From an optimization exercise on the open Yosys and OpenROAD flow, aimed at small area, a short achievable clock period and few clock cycles per item; shortcuts taken in it are not production practice. In this exercise RTL edits were held to simulation tests only and were not proved equivalent to the original.

== exp/violet ==
Design unordered_value_table_unit, start of the top module:
module unordered_value_table_unit #(
    parameter int DEPTH = 16
) (
    input  logic                aclk,
    input  logic                aresetn,
    input  logic                s_tvalid,
    output logic                s_tready,
    input  logic [uvt_pkg::InDataW-1:0]  s_tdata,
    output logic                m_tvalid,
    input  logic                m_tready,
    output logic [uvt_pkg::OutDataW-1:0] m_tdata
);
export LEC_CHECK = 0
export CAP_MARGIN = 20
export CORE_MARGIN = 2
export CORE_UTILIZATION = 40
export PLACE_DENSITY = 0.6
export SETUP_SLACK_MARGIN = 2.0
export SLEW_MARGIN = 20
create_clock -name core_clock -period 5.0 [get_ports {aclk}]
standard.sh (not shown) runs the stock make flow with config.mk's settings and CLKGATE_MAP_FILE= SYNTH_SCRIPT=/design/flow/synth_recipe.tcl, a recipe that flattens the netlist after the stock synthesis.
==> flow/flow/run.sh <==
#!/bin/bash
# Standard layout, but with ports buffered by a plain buffer instead of the
# default pick.
set -euo pipefail
export BUFFER_PORTS_ARGS="-buffer_cell sky130_fd_sc_hd__buf_4"
cp standard.sh standard_copy.sh.log
bash standard.sh > standard.log 2>&1
Testbench counts of exp/violet, summed over its fixed seeds: cycles 12,016, items 12,000.
> inputs changed (exp/violet -> exp/cedar)
Settings: PLACE_DENSITY: 0.6 -> 0.75; CORE_UTILIZATION: 40 -> 55; SETUP_SLACK_MARGIN: 2.0 -> 2.3.
==> flow/flow/run.sh <==
#!/bin/bash
# Standard layout with two changes: ports are buffered by a plain buffer
# instead of the default pick, and the resizer may change a cell's footprint
# in every stage (the platform limits it to same-footprint swaps before
# global routing).
set -euo pipefail
export BUFFER_PORTS_ARGS="-buffer_cell sky130_fd_sc_hd__buf_4"
sed 's/CLKGATE_MAP_FILE= /CLKGATE_MAP_FILE= MATCH_CELL_FOOTPRINT=0 /' standard.sh > standard_fp.sh
cp standard_fp.sh standard_fp.sh.log
bash standard_fp.sh > standard.log 2>&1
Findings:
Looking at the reports, exp/cedar completed the entire flow and the layout it produced met the timing, DRC and antenna checks. The run showing the smaller worst-margin pin slew is exp/cedar. Count of input and output buffers came out exactly the same in exp/cedar and exp/violet. Going from exp/violet to exp/cedar, the tap cell instance count was found to have gone down by 230. Summary of exp/cedar over exp/violet: x dimension of the die moved down; setup fix buffers added after clock tree synthesis moved up.
--- input diff exp/cedar..exp/quartz ---
Settings: CTS_BUF_LIST newly set to sky130_fd_sc_hd__clkbuf_16; CTS_CLUSTER_DIAMETER newly set to 60; CTS_CLUSTER_SIZE newly set to 25; SETUP_SLACK_MARGIN changed from 2.3 to 2.0; CORE_UTILIZATION changed from 55 to 40; PLACE_DENSITY changed from 0.75 to 0.6.
==> flow/run.sh (new file) <==
#!/bin/bash
# synth_recipe.tcl (not shown) runs the flow's synth.tcl, then flattens the netlist and writes it again
# the make line also repeats each setting of config.mk as NAME=value (left out here)
make -C /OpenROAD-flow-scripts/flow DESIGN_CONFIG=/design/flow/config.mk WORK_HOME=/design/flow/orfs CLKGATE_MAP_FILE= SYNTH_SCRIPT=/design/flow/synth_recipe.tcl finish
removed: flow/flow/run.sh
removed: flow/standard.sh
### Flow results
- Of exp/cedar and exp/quartz, exp/quartz shows the lower met3 usage in global routing, with exp/cedar above it.
- ~same wire length in exp/cedar and exp/quartz
- The die footprint of exp/quartz exceeds that of exp/cedar by 37%.
- The lower length of the first detailed-routing pass in iterations of exp/cedar and exp/quartz is in exp/quartz.
Edits applied to the flow inputs when going from exp/quartz to exp/sierra:
Settings: changing CTS_CLUSTER_SIZE from 25 to 16; changing CTS_BUF_LIST from sky130_fd_sc_hd__clkbuf_16 to sky130_fd_sc_hd__clkbuf_8; changing SETUP_SLACK_MARGIN from 2.0 to 2.3; changing SLEW_MARGIN from 20 to 70; changing CTS_CLUSTER_DIAMETER from 60 to 50.
==> flow/flow/run.sh (new file) <==
#!/bin/bash
# Standard layout, but with ports buffered by a plain buffer instead of the
# default pick.
set -euo pipefail
export BUFFER_PORTS_ARGS="-buffer_cell sky130_fd_sc_hd__buf_4"
cp standard.sh standard_copy.sh.log
bash standard.sh > standard.log 2>&1
==> flow/standard.sh (new file) <==
#!/bin/bash
# synth_recipe.tcl (not shown) runs the flow's synth.tcl, then flattens the netlist and writes it again
# the make line also repeats each setting of config.mk as NAME=value (left out here)
make -C /OpenROAD-flow-scripts/flow DESIGN_CONFIG=/design/flow/config.mk WORK_HOME=/design/flow/orfs CLKGATE_MAP_FILE= SYNTH_SCRIPT=/design/flow/synth_recipe.tcl "${@:-finish}"
removed: flow/run.sh
### Flow results
exp/sierra went all the way through the flow, and no timing, DRC or antenna check failed.
The end point of the critical path comes out e_eq[3] in one run and u_entries.mem[14][17] in the other, namely in exp/quartz and exp/sierra respectively.
exp/sierra against exp/quartz: critical path depth increased 6, post-layout minimum cycle time decreased 0.27 ns, clock skew increased 0.017 ns.
exp/quartz vs exp/sierra, classification of the worst-slack hold path: reg -> reg vs in -> reg

## static timing again, ports no longer ideal
The flow's constraints put no driver on any port. The routed layouts listed below were extracted and timed again, unchanged, in two steps.
Step 1: set_driving_cell puts a clkbuf_16 on aclk and a buf_2 on each other input, an assumption about the parent block.
Step 2 moves the port delays by t, midway between the first and last clock arrival at a register: inputs arrive t later, outputs are due t later. That takes back most of the time a late clock gives input paths.
Slacks: ideal ports / drivers / drivers and shift; pairs: ideal ports / drivers.
run | t, ns | setup WS [ns] | clock arrival spread, ns | cell pins on the clock port's net
exp/violet | 0.686 | 1.873 / 1.876 / 1.223 | 0.032 / 0.032 | 1
exp/cedar | 0.686 | 2.147 / 2.188 / 1.502 | 0.020 / 0.019 | 1
exp/quartz | 0.720 | 1.834 / 1.889 / 1.169 | 0.045 / 0.044 | 1
exp/sierra | 0.791 | 2.106 / 2.106 / 1.713 | 0.059 / 0.059 | 1
After both steps setup and hold are still met in every run listed. For exp/quartz, which loses most, drivers alone change the setup slack by +0.055 ns; drivers and shift together by -0.665 ns.
